What follows belongs to an exercise in optimizing a design on an open flow for small area, a short achievable clock period and few clock cycles per item; a production flow would make more cautious choices. In this exercise RTL edits were held to simulation tests only and were not proved equivalent to the original. No activity file was given, so power comes from the tool's default toggle rates.

==> run C <==
==> flow/design.v <==
package cocnt_pkg;
   localparam int unsigned REQ_CODE_BITS = 16;
   localparam int unsigned RSP_COUNT_BITS = 16;
   typedef struct packed {
      logic act;
      logic done;
      logic is_new;
   } tok_ctl_type;
endpackage
module cocnt_cell
#(
   parameter int unsigned CODE_BITS  = 16,
   parameter int unsigned COUNT_BITS = 16
) (
   input  logic                  clock,
   input  logic [CODE_BITS-1:0]  cmp_code,
   output logic                  eq,
   input  logic                  we_code,
   input  logic [CODE_BITS-1:0]  wr_code,
   input  logic                  we_count,
   input  logic [COUNT_BITS-1:0] wr_count,
   output logic [COUNT_BITS-1:0] count
);
   logic [CODE_BITS-1:0]  code_ff;
   logic [COUNT_BITS-1:0] count_ff;
   assign eq    = (code_ff == cmp_code);
   assign count = count_ff;
   always_ff @(posedge clock) begin
      if (we_code)  code_ff  <= wr_code;
      if (we_count) count_ff <= wr_count;
   end
endmodule
module code_occurrence_counter_table
#(
   parameter int unsigned TABLE_ENTRIES = 64,
   parameter int unsigned CODE_BITS     = 16,
   parameter int unsigned COUNT_BITS    = 16
) (
   input  logic                      clock,
   input  logic                      reset,
   input  logic                      req_valid,
   output logic                      req_stall,
   input  logic [cocnt_pkg::REQ_CODE_BITS-1:0]  req_event_code,
   output logic                      rsp_valid,
   input  logic                      rsp_stall,
   output logic [cocnt_pkg::RSP_COUNT_BITS-1:0] rsp_occurrences,
   output logic                      rsp_new_entry,
   output logic                      rsp_table_flushed
);
   localparam int unsigned N      = TABLE_ENTRIES;
   localparam int unsigned FILL_W = $clog2(TABLE_ENTRIES + 1);
   localparam int unsigned RW     = COUNT_BITS + 2;    
   localparam logic [COUNT_BITS-1:0] COUNT_ONE = COUNT_BITS'(1);
   logic [N-1:0]                  eq, valid, slot, we_code, we_count;
   logic [N-1:0][COUNT_BITS-1:0]  count;
   logic [FILL_W-1:0]             fill_ff;
   logic                          full;
   logic                  s2_valid_ff;
   logic [CODE_BITS-1:0]  s2_code_ff;
   logic [N-1:0]          s2_match_ff;
   logic                  s2_hit, s2_flush, s2_ins;
   logic [N-1:0]          s2_use;           
   logic [COUNT_BITS-1:0] s2_rd, s2_inc, s2_cnt;
   logic                  req_take, same_prev;
   logic [N-1:0]          s1_match;
   logic [2:0]            q_v_ff;
   logic [2:0][RW-1:0]    q_d_ff;
   logic [RW-1:0]         res;
   logic                  req_stall_ff, rsp_take;
   genvar gi;
   generate
      for (gi = 0; gi < N; gi++) begin : g_cell
         assign valid[gi] = fill_ff > FILL_W'(gi);
         assign slot[gi]  = fill_ff == FILL_W'(gi);
         cocnt_cell #(
            .CODE_BITS  (CODE_BITS),
            .COUNT_BITS (COUNT_BITS)
         ) u_cell (
            .clock    (clock),
            .cmp_code (req_event_code),
            .eq       (eq[gi]),
            .we_code  (we_code[gi]),
            .wr_code  (s2_code_ff),
            .we_count (we_count[gi]),
            .wr_count (s2_cnt),
            .count    (count[gi])
         );
      end
   endgenerate
   assign full = fill_ff[FILL_W-1];
   assign s2_hit   = |s2_match_ff;
   assign s2_flush = s2_valid_ff & ~s2_hit & full;
   assign s2_ins   = s2_valid_ff & ~s2_hit & ~full;
   always_comb begin
      s2_rd = '0;
      for (int i = 0; i < N; i++) begin
         s2_rd = s2_rd | (count[i] & {COUNT_BITS{s2_match_ff[i]}});
      end
   end
   assign s2_inc = (&s2_rd) ? s2_rd : s2_rd + COUNT_ONE;
   assign s2_cnt = s2_hit ? s2_inc : COUNT_ONE;
   always_comb begin
      for (int i = 0; i < N; i++) begin
         s2_use[i] = s2_hit ? s2_match_ff[i] : (full ? (i == 0) : slot[i]);
      end
   end
   assign we_count = s2_valid_ff ? s2_use : '0;
   assign we_code  = (s2_valid_ff & ~s2_hit) ? s2_use : '0;
   assign res = {s2_cnt, ~s2_hit, full & ~s2_hit};
   assign req_take  = req_valid & ~req_stall_ff;
   assign same_prev = s2_valid_ff & (req_event_code == s2_code_ff);
   always_comb begin
      for (int i = 0; i < N; i++) begin
         s1_match[i] = same_prev ? s2_use[i]
                                 : (eq[i] & valid[i] & ~s2_flush);
      end
   end
   assign rsp_take = q_v_ff[0] & ~rsp_stall;
   logic [2:0]         q_v_sh, q_v_in;
   logic [2:0][RW-1:0] q_d_sh, q_d_in;
   logic [2:0]         n_occ;
   always_comb begin
      if (rsp_take) begin
         q_v_sh = {1'b0, q_v_ff[2:1]};
         q_d_sh = {q_d_ff[2], q_d_ff[2:1]};
      end else begin
         q_v_sh = q_v_ff;
         q_d_sh = q_d_ff;
      end
      q_v_in = q_v_sh;
      q_d_in = q_d_sh;
      if (s2_valid_ff) begin
         if (!q_v_sh[0]) begin
            q_v_in[0] = 1'b1;
            q_d_in[0] = res;
         end else if (!q_v_sh[1]) begin
            q_v_in[1] = 1'b1;
            q_d_in[1] = res;
         end else begin
            q_v_in[2] = 1'b1;
            q_d_in[2] = res;
         end
      end
   end
   assign n_occ = 3'(q_v_in[0]) + 3'(q_v_in[1]) + 3'(q_v_in[2]) + 3'(req_take);
   always_ff @(posedge clock) begin
      s2_code_ff  <= req_event_code;
      s2_match_ff <= s1_match;
      q_d_ff      <= q_d_in;
      if (reset) begin
         fill_ff      <= '0;
         s2_valid_ff  <= 1'b0;
         q_v_ff       <= '0;
         req_stall_ff <= 1'b0;
      end else begin
         if (s2_flush) begin
            fill_ff <= FILL_W'(1);
         end else if (s2_ins) begin
            fill_ff <= fill_ff + FILL_W'(1);
         end
         s2_valid_ff  <= req_take;
         q_v_ff       <= q_v_in;
         req_stall_ff <= n_occ >= 3'd3;
      end
   end
   assign req_stall         = req_stall_ff;
   assign rsp_valid         = q_v_ff[0];
   assign {rsp_occurrences, rsp_new_entry, rsp_table_flushed} = q_d_ff[0];
endmodule
==> flow/run.sh <==
#!/bin/bash
# synth_recipe.tcl (not shown) runs the flow's synth.tcl, then flattens the netlist and writes it again
# the make line also repeats each setting of config.mk as NAME=value (left out here)
make -C /OpenROAD-flow-scripts/flow DESIGN_CONFIG=/design/flow/config.mk WORK_HOME=/design/flow/orfs CLKGATE_MAP_FILE= SYNTH_SCRIPT=/design/flow/synth_recipe.tcl finish
==> flow/config.mk <==
export PLATFORM = sky130hd
export DESIGN_NAME = code_occurrence_counter_table
export DESIGN_NICKNAME = code_occurrence_counter_table
export VERILOG_FILES = /design/flow/design.v
export SDC_FILE = /design/flow/constraint.sdc
export NUM_CORES = 4
export LEC_CHECK = 0
export CAP_MARGIN = 20
export CORE_MARGIN = 2
export CORE_UTILIZATION = 40
export PLACE_DENSITY = 0.6
export SLEW_MARGIN = 20
==> flow/constraint.sdc <==
create_clock -name core_clock -period 5.0 [get_ports {clock}]
set_input_delay 1.0000 -clock core_clock [delete_from_list [all_inputs] [get_ports {clock}]]
set_output_delay 1.0000 -clock core_clock [all_outputs]
set_load 0.01 [all_outputs]
==> run F (differences from run C) <==
==> flow/design.v, changed modules only <==
module code_occurrence_counter_table
#(
   parameter int unsigned TABLE_ENTRIES = 64,
   parameter int unsigned CODE_BITS     = 16,
   parameter int unsigned COUNT_BITS    = 16
) (
   input  logic                      clock,
   input  logic                      reset,
   input  logic                      req_valid,
   output logic                      req_stall,
   input  logic [cocnt_pkg::REQ_CODE_BITS-1:0]  req_event_code,
   output logic                      rsp_valid,
   input  logic                      rsp_stall,
   output logic [cocnt_pkg::RSP_COUNT_BITS-1:0] rsp_occurrences,
   output logic                      rsp_new_entry,
   output logic                      rsp_table_flushed
);
   localparam int unsigned N      = TABLE_ENTRIES;
   localparam int unsigned RW     = COUNT_BITS + 2;    
   localparam logic [COUNT_BITS-1:0] COUNT_ONE = COUNT_BITS'(1);
   logic [N-1:0]                  eq, valid, slot, we_code, we_count;
   logic [N-1:0][COUNT_BITS-1:0]  count;
   logic [N-1:0]                  valid_ff;         
   logic                          full;
   logic                  s2_valid_ff;
   logic [CODE_BITS-1:0]  s2_code_ff;
   logic [N-1:0]          s2_match_ff;
   logic                  s2_hit_ff, s2_same_ff;
   logic [COUNT_BITS-1:0] s2_rd_ff, last_cnt_ff;
   logic                  s2_hit, s2_flush, s2_ins;
   logic [N-1:0]          s2_use;           
   logic [COUNT_BITS-1:0] s2_rd, s2_inc, s2_cnt;
   logic                  req_take, same_prev;
   logic [N-1:0]          s1_match;
   logic [COUNT_BITS-1:0] s1_rd;
   logic [2:0]            q_v_ff;
   logic [2:0][RW-1:0]    q_d_ff;
   logic [RW-1:0]         res;
   logic                  req_stall_ff, rsp_take;
   genvar gi;
   generate
      for (gi = 0; gi < N; gi++) begin : g_cell
         assign valid[gi] = valid_ff[gi];
         if (gi == 0) begin : g_s0
            assign slot[gi] = ~valid_ff[gi];
         end else begin : g_sn
            assign slot[gi] = valid_ff[gi-1] & ~valid_ff[gi];
         end
         cocnt_cell #(
            .CODE_BITS  (CODE_BITS),
            .COUNT_BITS (COUNT_BITS)
         ) u_cell (
            .clock    (clock),
            .cmp_code (req_event_code),
            .eq       (eq[gi]),
            .we_code  (we_code[gi]),
            .wr_code  (s2_code_ff),
            .we_count (we_count[gi]),
            .wr_count (s2_cnt),
            .count    (count[gi])
         );
      end
   endgenerate
   assign full = valid_ff[N-1];
   assign s2_hit   = s2_hit_ff;
   assign s2_flush = s2_valid_ff & ~s2_hit & full;
   assign s2_ins   = s2_valid_ff & ~s2_hit & ~full;
   assign s2_rd  = s2_same_ff ? last_cnt_ff : s2_rd_ff;
   assign s2_inc = (&s2_rd) ? s2_rd : s2_rd + COUNT_ONE;
   assign s2_cnt = s2_hit ? s2_inc : COUNT_ONE;
   always_comb begin
      for (int i = 0; i < N; i++) begin
         s2_use[i] = s2_hit ? s2_match_ff[i] : (full ? (i == 0) : slot[i]);
      end
   end
   assign we_count = s2_valid_ff ? s2_use : '0;
   assign we_code  = (s2_valid_ff & ~s2_hit) ? s2_use : '0;
   assign res = {s2_cnt, ~s2_hit, full & ~s2_hit};
   assign req_take  = req_valid & ~req_stall_ff;
   assign same_prev = s2_valid_ff & (req_event_code == s2_code_ff);
   always_comb begin
      for (int i = 0; i < N; i++) begin
         s1_match[i] = same_prev ? s2_use[i]
                                 : (eq[i] & valid[i] & ~s2_flush);
      end
   end
   always_comb begin
      s1_rd = '0;
      for (int i = 0; i < N; i++) begin
         s1_rd = s1_rd | (count[i] & {COUNT_BITS{eq[i] & valid[i]}});
      end
   end
   assign rsp_take = q_v_ff[0] & ~rsp_stall;
   logic [2:0]         q_v_sh, q_v_in;
   logic [2:0][RW-1:0] q_d_sh, q_d_in;
   logic [2:0]         n_occ;
   always_comb begin
      if (rsp_take) begin
         q_v_sh = {1'b0, q_v_ff[2:1]};
         q_d_sh = {q_d_ff[2], q_d_ff[2:1]};
      end else begin
         q_v_sh = q_v_ff;
         q_d_sh = q_d_ff;
      end
      q_v_in = q_v_sh;
      q_d_in = q_d_sh;
      if (s2_valid_ff) begin
         if (!q_v_sh[0]) begin
            q_v_in[0] = 1'b1;
            q_d_in[0] = res;
         end else if (!q_v_sh[1]) begin
            q_v_in[1] = 1'b1;
            q_d_in[1] = res;
         end else begin
            q_v_in[2] = 1'b1;
            q_d_in[2] = res;
         end
      end
   end
   assign n_occ = 3'(q_v_in[0]) + 3'(q_v_in[1]) + 3'(q_v_in[2]) + 3'(req_take);
   always_ff @(posedge clock) begin
      s2_code_ff  <= req_event_code;
      s2_match_ff <= s1_match;
      s2_hit_ff   <= |s1_match;
      s2_same_ff  <= same_prev;
      s2_rd_ff    <= s1_rd;
      if (s2_valid_ff) last_cnt_ff <= s2_cnt;
      q_d_ff      <= q_d_in;
      if (reset) begin
         valid_ff     <= '0;
         s2_valid_ff  <= 1'b0;
         q_v_ff       <= '0;
         req_stall_ff <= 1'b0;
      end else begin
         if (s2_flush) begin
            valid_ff <= N'(1);
         end else if (s2_ins) begin
            valid_ff <= {valid_ff[N-2:0], 1'b1};
         end
         s2_valid_ff  <= req_take;
         q_v_ff       <= q_v_in;
         req_stall_ff <= n_occ >= 3'd3;
      end
   end
   assign req_stall         = req_stall_ff;
   assign rsp_valid         = q_v_ff[0];
   assign {rsp_occurrences, rsp_new_entry, rsp_table_flushed} = q_d_ff[0];
endmodule
--- a/flow/config.mk
+++ b/flow/config.mk
@@ -9,4 +9,5 @@
 export CORE_MARGIN = 2
 export CORE_UTILIZATION = 40
 export PLACE_DENSITY = 0.6
+export SETUP_SLACK_MARGIN = 2.5
 export SLEW_MARGIN = 20
==> run K (differences from run C) <==
==> flow/design.v, changed modules only <==
module code_occurrence_counter_table
#(
   parameter int unsigned TABLE_ENTRIES = 64,
   parameter int unsigned CODE_BITS     = 16,
   parameter int unsigned COUNT_BITS    = 16
) (
   input  logic                      clock,
   input  logic                      reset,
   input  logic                      req_valid,
   output logic                      req_stall,
   input  logic [cocnt_pkg::REQ_CODE_BITS-1:0]  req_event_code,
   output logic                      rsp_valid,
   input  logic                      rsp_stall,
   output logic [cocnt_pkg::RSP_COUNT_BITS-1:0] rsp_occurrences,
   output logic                      rsp_new_entry,
   output logic                      rsp_table_flushed
);
   localparam int unsigned N   = TABLE_ENTRIES;
   localparam int unsigned IW  = $clog2(TABLE_ENTRIES);
   localparam int unsigned RW  = COUNT_BITS + 2;    
   localparam int unsigned QD  = 4;                 
   localparam int unsigned QCW = $clog2(QD + 3);
   localparam logic [COUNT_BITS-1:0] COUNT_ONE = COUNT_BITS'(1);
   logic [N-1:0]                  eq, valid, slot, we_code, we_count;
   logic [N-1:0][COUNT_BITS-1:0]  count;
   logic [N-1:0]                  valid_ff;         
   logic                          full;
   logic                  req_take, same_s2, same_s3;
   logic [N-1:0]          s1_eq, s1_match;
   logic                  s2_valid_ff;
   logic [CODE_BITS-1:0]  s2_code_ff;
   logic [N-1:0]          s2_match_ff;
   logic                  s2_hit_ff, s2_same1_ff, s2_same2_ff;
   logic                  s2_flush, s2_ins;
   logic [N-1:0]          s2_use;           
   logic [IW-1:0]         s2_idx;
   logic [COUNT_BITS-1:0] s2_rd;
   logic                  s3_valid_ff;
   logic [CODE_BITS-1:0]  s3_code_ff;
   logic                  s3_hit_ff, s3_flush_ff, s3_same1_ff, s3_same2_ff;
   logic [IW-1:0]         s3_idx_ff;
   logic [COUNT_BITS-1:0] s3_rd_ff, s3_inc_rd, s3_inc_1, s3_inc_2, s3_cnt;
   logic [RW-1:0]         res;
   logic                  s4_valid_ff;
   logic [IW-1:0]         s4_idx_ff;
   logic [COUNT_BITS-1:0] s4_cnt_ff, s5_cnt_ff;
   logic [QD-1:0]         q_v_ff;
   logic [QD-1:0][RW-1:0] q_d_ff;
   logic                  req_stall_ff, rsp_take;
   genvar gi;
   generate
      for (gi = 0; gi < N; gi++) begin : g_cell
         assign valid[gi] = valid_ff[gi];
         if (gi == 0) begin : g_s0
            assign slot[gi] = ~valid_ff[gi];
         end else begin : g_sn
            assign slot[gi] = valid_ff[gi-1] & ~valid_ff[gi];
         end
         assign we_count[gi] = s4_valid_ff & (s4_idx_ff == IW'(gi));
         cocnt_cell #(
            .CODE_BITS  (CODE_BITS),
            .COUNT_BITS (COUNT_BITS)
         ) u_cell (
            .clock    (clock),
            .cmp_code (req_event_code),
            .eq       (eq[gi]),
            .we_code  (we_code[gi]),
            .wr_code  (s2_code_ff),
            .we_count (we_count[gi]),
            .wr_count (s4_cnt_ff),
            .count    (count[gi])
         );
      end
   endgenerate
   assign full = valid_ff[N-1];
   assign req_take = req_valid & ~req_stall_ff;
   assign same_s2  = s2_valid_ff & (req_event_code == s2_code_ff);
   assign same_s3  = s3_valid_ff & (req_event_code == s3_code_ff);
   assign s1_eq    = eq & valid;
   always_comb begin
      for (int i = 0; i < N; i++) begin
         s1_match[i] = same_s2 ? s2_use[i] : (s1_eq[i] & ~s2_flush);
      end
   end
   assign s2_flush = s2_valid_ff & ~s2_hit_ff & full;
   assign s2_ins   = s2_valid_ff & ~s2_hit_ff & ~full;
   always_comb begin
      s2_rd = '0;
      for (int i = 0; i < N; i++) begin
         s2_rd = s2_rd | (count[i] & {COUNT_BITS{s2_match_ff[i]}});
      end
   end
   always_comb begin
      for (int i = 0; i < N; i++) begin
         s2_use[i] = s2_hit_ff ? s2_match_ff[i] : (full ? (i == 0) : slot[i]);
      end
   end
   always_comb begin
      s2_idx = '0;
      for (int i = 0; i < N; i++) begin
         s2_idx = s2_idx | (IW'(i) & {IW{s2_use[i]}});
      end
   end
   assign we_code = (s2_valid_ff & ~s2_hit_ff) ? s2_use : '0;
   assign s3_inc_rd = (&s3_rd_ff)  ? s3_rd_ff  : s3_rd_ff  + COUNT_ONE;
   assign s3_inc_1  = (&s4_cnt_ff) ? s4_cnt_ff : s4_cnt_ff + COUNT_ONE;
   assign s3_inc_2  = (&s5_cnt_ff) ? s5_cnt_ff : s5_cnt_ff + COUNT_ONE;
   assign s3_cnt    = ~s3_hit_ff  ? COUNT_ONE :
                      s3_same1_ff ? s3_inc_1  :
                      s3_same2_ff ? s3_inc_2  : s3_inc_rd;
   assign res = {s3_cnt, ~s3_hit_ff, s3_flush_ff};
   assign rsp_take = q_v_ff[0] & ~rsp_stall;
   logic [QD-1:0]         q_v_sh, q_v_in;
   logic [QD-1:0][RW-1:0] q_d_sh, q_d_in;
   logic                  pushed;
   logic [QCW-1:0]        n_occ;
   always_comb begin
      if (rsp_take) begin
         q_v_sh = {1'b0, q_v_ff[QD-1:1]};
         q_d_sh = {q_d_ff[QD-1], q_d_ff[QD-1:1]};
      end else begin
         q_v_sh = q_v_ff;
         q_d_sh = q_d_ff;
      end
      q_v_in = q_v_sh;
      q_d_in = q_d_sh;
      pushed = 1'b0;
      for (int k = 0; k < QD; k++) begin
         if (s3_valid_ff && !pushed && !q_v_sh[k]) begin
            q_v_in[k] = 1'b1;
            q_d_in[k] = res;
            pushed    = 1'b1;
         end
      end
   end
   always_comb begin
      n_occ = QCW'(req_take) + QCW'(s2_valid_ff);
      for (int k = 0; k < QD; k++) begin
         n_occ = n_occ + QCW'(q_v_in[k]);
      end
   end
   always_ff @(posedge clock) begin
      s2_code_ff  <= req_event_code;
      s2_match_ff <= s1_match;
      s2_hit_ff   <= same_s2 | ((|s1_eq) & ~s2_flush);
      s2_same1_ff <= same_s2;
      s2_same2_ff <= same_s3;
      s3_code_ff  <= s2_code_ff;
      s3_hit_ff   <= s2_hit_ff;
      s3_flush_ff <= s2_flush;
      s3_same1_ff <= s2_same1_ff;
      s3_same2_ff <= s2_same2_ff;
      s3_idx_ff   <= s2_idx;
      s3_rd_ff    <= s2_rd;
      s4_idx_ff   <= s3_idx_ff;
      s4_cnt_ff   <= s3_cnt;
      s5_cnt_ff   <= s4_cnt_ff;
      q_d_ff      <= q_d_in;
      if (reset) begin
         valid_ff     <= '0;
         s2_valid_ff  <= 1'b0;
         s3_valid_ff  <= 1'b0;
         s4_valid_ff  <= 1'b0;
         q_v_ff       <= '0;
         req_stall_ff <= 1'b0;
      end else begin
         if (s2_flush) begin
            valid_ff <= N'(1);
         end else if (s2_ins) begin
            valid_ff <= {valid_ff[N-2:0], 1'b1};
         end
         s2_valid_ff  <= req_take;
         s3_valid_ff  <= s2_valid_ff;
         s4_valid_ff  <= s3_valid_ff;
         q_v_ff       <= q_v_in;
         req_stall_ff <= n_occ >= QCW'(QD);
      end
   end
   assign req_stall         = req_stall_ff;
   assign rsp_valid         = q_v_ff[0];
   assign {rsp_occurrences, rsp_new_entry, rsp_table_flushed} = q_d_ff[0];
endmodule
--- a/flow/config.mk
+++ b/flow/config.mk
@@ -7,6 +7,9 @@
 export LEC_CHECK = 0
 export CAP_MARGIN = 20
 export CORE_MARGIN = 2
-export CORE_UTILIZATION = 40
-export PLACE_DENSITY = 0.6
+export CORE_UTILIZATION = 55
+export CTS_CLUSTER_DIAMETER = 60
+export CTS_CLUSTER_SIZE = 20
+export PLACE_DENSITY = 0.65
+export SETUP_SLACK_MARGIN = 2.55
 export SLEW_MARGIN = 20
==> run summary <==
	run K	run C	run F
Floorplan die height	414 um	471 um	482 um
Number of buffer and inverter stages on the critical path	0	2	7
Area of the core	167000 um^2	217000 um^2	227000 um^2
Area Growth Syn to Fin	16.0%	16.2%	33.7%
Met2 layer usage reported by global route	56.5%	41.7%	45.6%
Worst hold margin	331 ps	422 ps	264 ps
Number of nets in the layout	6147	5711	7051
RSZ-0062 raised after global routing	yes	no	yes
Number of cells on the critical path	4	11	12
Data required time at the worst endpoint	5710 ps	5690 ps	5660 ps
Number of nets in the synthesized netlist	5859	5360	5927
TritonCTS buffer count	156	220	226
Post-synthesis cell area	92500 um^2	87100 um^2	91300 um^2
Result of the run	timing/DRC/antenna clean	timing/DRC/antenna clean	timing/DRC/antenna clean
Combinational-cell power consumption	0.00136 W	0.00126 W	0.00262 W
Clock latency on the worst-skew pair	860 ps	910 ps	960 ps
Worst IR drop on VDD	0.000392 V	0.000376 V	0.000401 V
Worst hold endpoint	s3_same1_ff	s2_code_ff[5]	s2_code_ff[14]
Antenna violations before repair	13	13	31
Testbench counts of run C, summed over its fixed seeds: cycles 3,216, items 3,200.
Testbench counts of run F, summed over its fixed seeds: cycles 3,216, items 3,200.
Testbench counts of run K, summed over its fixed seeds: cycles 3,224, items 3,200.

## afterwards: timing with drivers on the ports
How much do the figures lean on ideal ports? The routed layouts below were timed once more, with nothing changed but the port constraints.
Step 1: set_driving_cell puts a clkbuf_16 on clock and a buf_2 on each other input, an assumption about the parent block.
Step 2 adds t to the input delays and takes it off the output delays; t is the mean of the earliest and latest rising clock arrival at the registers after step 1. Input paths then give back, and output paths get back, about the clock's delay inside the block.
Three values: ideal ports, drivers, drivers and shift; two values: the first two.
run	shift t [ns]	setup slack, ns	worst setup path after step 2	cell pins on the clock port's net
run C	0.963	0.172 / 0.172 / 0.172	register to register	1
run F	1.000	1.912 / 1.807 / 0.806	input to register	1
run K	0.929	2.420 / 2.420 / 1.638	input to register	1
After both steps setup and hold are still met in every run listed. For run F, which loses most, drivers alone change the setup slack by -0.105 ns; drivers and shift together by -1.106 ns.
